Background: an optimization exercise with open tools, aiming at small area, a short achievable clock period and few clock cycles. Do not read the settings as production practice.
The RTL was checked by simulation tests, not by an equivalence proof against the original design.

## flow/config.mk

```make
export PLATFORM = sky130hd
export DESIGN_NAME = best_rational_approximation
export DESIGN_NICKNAME = best_rational_approximation
export VERILOG_FILES = /design/flow/design.v
export SDC_FILE = /design/flow/constraint.sdc
export NUM_CORES = 4
export LEC_CHECK = 0
export CAP_MARGIN = 20
export CORE_MARGIN = 2
export CORE_UTILIZATION = 40
export SLEW_MARGIN = 20
```

## flow/constraint.sdc

```tcl
create_clock -name core_clock -period 10.0 [get_ports {clk}]
set_input_delay 2.0000 -clock core_clock [delete_from_list [all_inputs] [get_ports {clk}]]
set_output_delay 2.0000 -clock core_clock [all_outputs]
set_load 0.01 [all_outputs]
```

## flow/design.v

```verilog
package bra_pkg;
	localparam int VALUE_WIDTH = 50;
	localparam int DEN_WIDTH   = 32;
	localparam logic [49:0]          SCALE      = 50'd1000000000000;
	localparam logic [49:0]          HALF_SCALE = 50'd500000000000;
	localparam logic [DEN_WIDTH-1:0] MAXD_RESET = 32'd1000000;
endpackage
import bra_pkg::*;
module best_rational_approximation (
	input  logic                 clk,
	input  logic                 arst_n,
	input  logic                 in_valid,
	output logic                 in_ready,
	input  logic [50:0]          in_data,
	output logic                 out_valid,
	input  logic                 out_ready,
	output logic [82:0]          out_data,
	input  logic                 cfg_wen,
	input  logic [bra_pkg::DEN_WIDTH-1:0] cfg_wdata
);
	localparam logic [2:0] S_IDLE  = 3'd0;
	localparam logic [2:0] S_SETUP = 3'd1;
	localparam logic [2:0] S_BIT   = 3'd2;
	localparam logic [2:0] S_FIN   = 3'd3;
	localparam logic [2:0] S_PSET  = 3'd4;
	localparam logic [2:0] S_PBIT  = 3'd5;
	function automatic logic [5:0] bitlen50(input logic [49:0] x);
		integer i;
		begin
			bitlen50 = 6'd0;
			for (i = 0; i < 50; i = i + 1) begin
				if (x[i]) bitlen50 = i + 1;
			end
		end
	endfunction
	function automatic logic [5:0] bitlen32(input logic [31:0] x);
		integer i;
		begin
			bitlen32 = 6'd0;
			for (i = 0; i < 32; i = i + 1) begin
				if (x[i]) bitlen32 = i + 1;
			end
		end
	endfunction
	logic [2:0]  state_q;
	logic [31:0] lim_q;
	logic [5:0]  blim_q;
	logic        out_valid_q;
	logic [49:0] n_q, ds_q, p0_q;
	logic [51:0] ps_q;
	logic [31:0] q0_q, qs_q;
	logic [50:0] r2_q;
	logic [5:0]  j_q;
	logic        first_q, neg_cur_q, neg_out_q;
	logic [51:0] P1;
	logic [31:0] Q1;
	logic [5:0]  bl_n, bl_d, bl_q1, bl_q0;
	logic [6:0]  jn;
	logic [5:0]  jq, jset, sh_amt;
	logic [49:0] ds_shl;
	assign P1    = first_q ? 52'd1 : ps_q;
	assign Q1    = first_q ? 32'd0 : qs_q;
	assign bl_n  = bitlen50(n_q);
	assign bl_d  = bitlen50(ds_q);
	assign bl_q1 = bitlen32(Q1);
	assign bl_q0 = bitlen32(q0_q);
	assign jn    = {1'b0, bl_n} - {1'b0, bl_d};
	assign jq    = blim_q - bl_q1;
	assign jset  = jn[6] ? 6'd0 : ((Q1 != 32'd0 && jq < jn[5:0]) ? jq : jn[5:0]);
	assign sh_amt = (state_q == S_PSET) ? (bl_q0 - 6'd1) : jset;
	assign ds_shl = ds_q << sh_amt;
	logic        nok, nok2, qok, acc, brk;
	logic [32:0] qsum;
	logic [49:0] nsub, n1, p01, psum;
	logic [31:0] q01;
	logic [50:0] r2sub, r21;
	assign nok   = n_q >= ds_q;
	assign nok2  = {1'b0, n_q} >= {ds_q, 1'b0};
	assign qsum  = {1'b0, q0_q} + {1'b0, qs_q};
	assign qok   = qsum <= {1'b0, lim_q};
	assign acc   = nok & qok;
	assign brk   = acc ? nok2 : nok;
	assign nsub  = n_q - ds_q;
	assign psum  = p0_q + ps_q[49:0];
	assign r2sub = r2_q - {ds_q, 1'b0};
	assign n1    = acc ? nsub : n_q;
	assign p01   = acc ? psum : p0_q;
	assign q01   = acc ? qsum[31:0] : q0_q;
	assign r21   = acc ? r2sub : r2_q;
	logic r2_ge_d, big_prod, pbit;
	assign r2_ge_d  = !r2_q[50] && (r2_q[49:0] >= ds_q);
	assign big_prod = ({1'b0, bl_d} + {1'b0, bl_q0}) >= 7'd41;
	assign pbit     = q0_q[j_q[4:0]];
	logic done_conv, done_semi;
	always_comb begin
		done_conv = 1'b0;
		done_semi = 1'b0;
		case (state_q)
			S_SETUP: done_conv = !(first_q && out_valid_q) && !first_q && (ds_q == 50'd0);
			S_FIN:   begin
				done_semi = r2_q[50];
				done_conv = r2_ge_d;
			end
			S_PSET:  done_semi = big_prod;
			S_PBIT:  begin
				done_semi = pbit && !nok;
				done_conv = !(pbit && !nok) && (j_q == 6'd0);
			end
			default: ;
		endcase
	end
	assign in_ready  = state_q == S_IDLE;
	assign out_valid = out_valid_q;
	assign out_data  = {neg_out_q, ps_q[49:0], qs_q};
	always_ff @(posedge clk or negedge arst_n) begin
		if (!arst_n) begin
			state_q     <= S_IDLE;
			lim_q       <= MAXD_RESET;
			blim_q      <= 6'd20;
			out_valid_q <= 1'b0;
		end else begin
			if (cfg_wen) begin
				lim_q <= (cfg_wdata == 32'd0) ? 32'd1 : cfg_wdata;
			end
			blim_q <= bitlen32(lim_q);
			if (done_conv || done_semi) begin
				out_valid_q <= 1'b1;
			end else if (out_ready) begin
				out_valid_q <= 1'b0;
			end
			case (state_q)
				S_IDLE:  if (in_valid) state_q <= S_SETUP;
				S_SETUP: begin
					if (done_conv) state_q <= S_IDLE;
					else if (!(first_q && out_valid_q)) state_q <= S_BIT;
				end
				S_BIT:   if (j_q == 6'd0) state_q <= brk ? S_FIN : S_SETUP;
				S_FIN:   state_q <= (done_conv || done_semi) ? S_IDLE : S_PSET;
				S_PSET:  state_q <= done_semi ? S_IDLE : S_PBIT;
				S_PBIT:  if (done_conv || done_semi) state_q <= S_IDLE;
				default: state_q <= S_IDLE;
			endcase
		end
	end
	always_ff @(posedge clk) begin
		if (done_conv || done_semi) begin
			neg_out_q <= neg_cur_q;
		end
		if (done_semi) begin
			ps_q <= {2'b0, p0_q};
			qs_q <= q0_q;
		end
		case (state_q)
			S_IDLE: begin
				if (in_valid) begin
					n_q       <= in_data[49:0];
					ds_q      <= SCALE;
					neg_cur_q <= in_data[50];
					first_q   <= 1'b1;
				end
			end
			S_SETUP: begin
				if (!(first_q && out_valid_q) && !done_conv) begin
					ds_q    <= ds_shl;
					qs_q    <= Q1 << jset;
					ps_q    <= P1 << jset;
					p0_q    <= first_q ? 50'd0 : p0_q;
					q0_q    <= first_q ? 32'd1 : q0_q;
					r2_q    <= {1'b0, n_q};
					j_q     <= jset;
					first_q <= 1'b0;
				end
			end
			S_BIT: begin
				if (j_q != 6'd0) begin
					n_q  <= n1;
					p0_q <= p01;
					q0_q <= q01;
					r2_q <= r21;
					ds_q <= ds_q >> 1;
					qs_q <= qs_q >> 1;
					ps_q <= ps_q >> 1;
					j_q  <= j_q - 6'd1;
				end else if (brk) begin
					n_q  <= n1;
					p0_q <= p01;
					q0_q <= q01;
					r2_q <= r21;
				end else begin
					n_q  <= ds_q;
					ds_q <= n1;
					p0_q <= ps_q[49:0];
					ps_q <= {2'b0, p01};
					q0_q <= qs_q;
					qs_q <= q01;
				end
			end
			S_PSET: begin
				if (!big_prod) begin
					ds_q <= ds_shl;
					n_q  <= HALF_SCALE;
					j_q  <= bl_q0 - 6'd1;
				end
			end
			S_PBIT: begin
				if (pbit && nok) n_q <= nsub;
				ds_q <= ds_q >> 1;
				j_q  <= j_q - 6'd1;
			end
			default: ;
		endcase
	end
endmodule
```

## flow/run.sh

```bash
#!/bin/bash
# synth_recipe.tcl (not shown) runs the flow's synth.tcl, then flattens the netlist and writes it again
# the make line also repeats each setting of config.mk as NAME=value (left out here)
make -C /OpenROAD-flow-scripts/flow DESIGN_CONFIG=/design/flow/config.mk WORK_HOME=/design/flow/orfs CLKGATE_MAP_FILE= SYNTH_SCRIPT=/design/flow/synth_recipe.tcl finish
```

==> run notes <==
run status=timing/DRC/antenna clean; FMAX=around 110 MHz; Die ar.=111000 sq um; die width=334 microns; IO Count=173; vias in the first global route=44000; pins over their slew limit=0; Mapped Nets=5977; crit-path most repeated cell=o311ai_0; Hold Fails Final Rpt=0; gr usage total=34.6%; Fill cells=10900; R2R Path End=ps_q[43]$_DFF_P_; grt total ovfl=0; htree depth=2; # port buffers=172; Max Clock Skew=0.0395 ns; Tcrit/Tclk final=93.6%; reg2reg start=ds_q[1]$_DFFE_PP_; min cycle time layout=9.36 ns; drt pass-1 iters=6; cell row count=121; Crit. End Element=flip-flop; post-route antenna net violation count=0; Avg Inst Size Synth=7.85 sq um; number of flops mapped to enable cells by yosys=242; startpoint types=flip-flop; hold path cells=0; Slew headroom=20.6%; Gate Count Post-Synth=5547; synth warn=1; final wirelength=201000 microns; vias per cell=6.76; sequential share of the synthesized area=23.0%; DRT iter0 DRCs=~7000; Critical Path Slowest Stage Cell=or4b_2; clock latency (worst-skew pair)=0.67 ns; detailed placement HPWL=150000 microns; clk buf depth=3; R2R cell count=32; Initial Util=40.2%; Worst EP required=10.51 ns; Routed WL per cell=28.9 microns; FF-to-FF setup slack=0.64 ns; HP Class=flip-flop to flip-flop; ys async rst share=about 11%; initial antenna violation count=5; CP max stage delay=0.62 ns; worst-margin pin slew=1.19 ns; predominant post-synthesis flop cell=edfxtp_1; vias after detailed routing=47100; core area=108000 sq um; synth unique cells=103; count of final setup violators=0; Die H=334 microns; commonest non-fill, non-tap cells in the layout=nand2_1, a21oi_1, nor2_1; CTS clock-pin slew for the worst setup and hold paths=approximately 0.06 ns; detailed-route DRC error count=0; number of post-CTS setup repair buffers=0; setup tns final=0 ns; synthesized cell area=around 44000 sq um; CTS tree=built; commonest non-fill, non-tap cell in the layout=nand2_1; Worst EP arrival=~9.9 ns; largest net degree at the start of global routing=152; Yosys reg bits=368; CP max FO=28; hold_sp=neg_cur_q$_DFFE_PP_; Num CTS Buffers=51; hold endpoint=neg_out_q$_DFFE_PP_; RePlAce Congestion=1.04; clock sinks=368; Crit Path Class=flip-flop to flip-flop; RSZ-0062 raised after global routing=no; first-pass GRT wire length=roughly 300000 microns; root buf cell=clkbuf_16; number of max-cap violations=0; share of cells above drive strength 1=7.59%; area delta synth->final=11.2%; Nets=5936
stage by stage:
| stage | instance area, sq um | util (%) | cells | hold WS [ns] | worst slack (ns) |
|---|---|---|---|---|---|
| floorplan | 43500 | - | 5547 | 0.400 | 0.868 |
| global placement | 46600 | 43.0 | 6866 | 0.405 | 0.687 |
| detailed placement | 46600 | 43.0 | 6867 | 0.415 | 0.659 |
| CTS | 48400 | 44.6 | 6961 | 0.431 | 0.611 |
| global route | 48400 | 44.7 | 6961 | 0.444 | 0.0140 |
| finish | 48400 | 44.7 | 6962 | 0.427 | 0.642 |
Yosys cell counts (52+ instances only):
library cell	number	area, sq um
nand3_1	106	531
ha_1	335	4190
mux2_2	64	721
a211oi_1	109	818
o22ai_1	67	419
edfxtp_1	242	7270
nand4_1	82	513
o21ai_0	425	2130
a221oi_1	58	508
xnor2_1	101	885
a21oi_1	504	2520
buf_4	59	443
nor2_1	497	1870
clkbuf_1	270	1010
o31ai_1	52	390
o211ai_1	107	803
mux2i_1	319	3190
xor2_1	75	657
o21a_1	59	443
nor3_1	97	485
nor4_1	59	369
dfxtp_1	84	1680
a21o_1	135	1010
nand2_1	552	2070
inv_1	184	691
critical path, delay by kind of cell, from the launching register on:
kind	cells	cell delay [ns]
flip-flops	1	0.55
AND/OR/NAND/NOR	9	2.46
AO/OA/AOI/OAI	17	4.64
adder cells (fa/ha/maj)	2	0.60
multiplexers	1	0.42
buffers and inverters	3	0.52
layer usage:
metal	wire, microns	vias to the layer above	GRT usage [%]
li1	-	21000	-
met1	84500	22600	47.7
met2	84300	2948	51.1
met3	22000	544	7.69
met4	10600	8	16.2
met5	61	-	0
worst max-delay path by stage:
stage	from	endpoint	slack, ns	depth (start not counted)
after floorplan	q0_q[0]$_SDFFCE_PN1P_	r2_q[10]$_DFFE_PP_	0.87	22
after global placement	ds_q[1]$_DFFE_PP_	ps_q[43]$_DFF_P_	0.69	32
after detailed placement	ds_q[1]$_DFFE_PP_	ps_q[43]$_DFF_P_	0.66	31
after CTS	ds_q[1]$_DFFE_PP_	ps_q[43]$_DFF_P_	0.61	32
after global routing	ds_q[1]$_DFFE_PP_	ds_q[49]$_DFFE_PP_	0.01	31
final	ds_q[1]$_DFFE_PP_	ps_q[43]$_DFF_P_	0.64	32
layout make-up:
cell class	instances	area (sq um)	area share, %
Tap cell	1414	1770	3.65
Clock inverter	27	372	0.768
Antenna cell	1	2.50	0.00517
Clock buffer	67	1410	2.91
Multi-Input combinational cell	4576	31200	64.5
Sequential cell	368	10000	20.7
Inverter	186	698	1.44
Timing Repair Buffer	323	2910	6.01
cell families (layout without fill, tap and decap cells):
group	count (synthesis)	count (layout)	synth area share [%]
AO/OA/AOI/OAI	2030	2030	30.7
XOR/XNOR	176	176	3.54
adder cells (fa/ha/maj)	342	342	9.95
buffers and inverters	603	603	5.93
flip-flops	368	368	23.0
multiplexers	403	403	9.89
other	0	1	0
AND/OR/NAND/NOR	1625	1625	17.0
registers in the layout, summed over array words and instances, names as in the netlist:
register and flops:
ps_q 52, r2_q 51, ds_q 50, n_q 50, p0_q 50, lim_q 32
q0_q 32, qs_q 32, blim_q 6, j_q 6, state_q 3, first_q 1
neg_cur_q 1, neg_out_q 1, out_valid_q 1
what timing repair did:
item                                    4_1_cts  5_1_grt
endpoints found under the hold margin         0        0
resized for setup                             0        2
hold buffers                                  0        0
endpoints found under the setup margin        0        4
Testbench counts, summed over its fixed seeds: cycles 19,850.

-- what the ideal ports hide --
The results above use ideal ports. As a check the final layout listed here was re-extracted and re-timed, cells and wires unchanged. Step 1, drivers: a clkbuf_16 drives clk and a buf_2 each remaining input, both assumed. Step 2 moves the port delays by t, midway between the first and last clock arrival at a register: inputs arrive t later, outputs are due t later. That takes back most of the time a late clock gives input paths. Slacks: no drivers / after step 1 / after step 2; pairs: no drivers / after step 1.
t, ns: 0.734
slack for setup (ns): 0.642 / 0.642 / 0.642
clock arrival spread, ns: 0.040 / 0.040
After both steps setup and hold are still met in this run. The setup slack of this run moves by 0.000 ns with the drivers and by 0.000 ns with both steps.
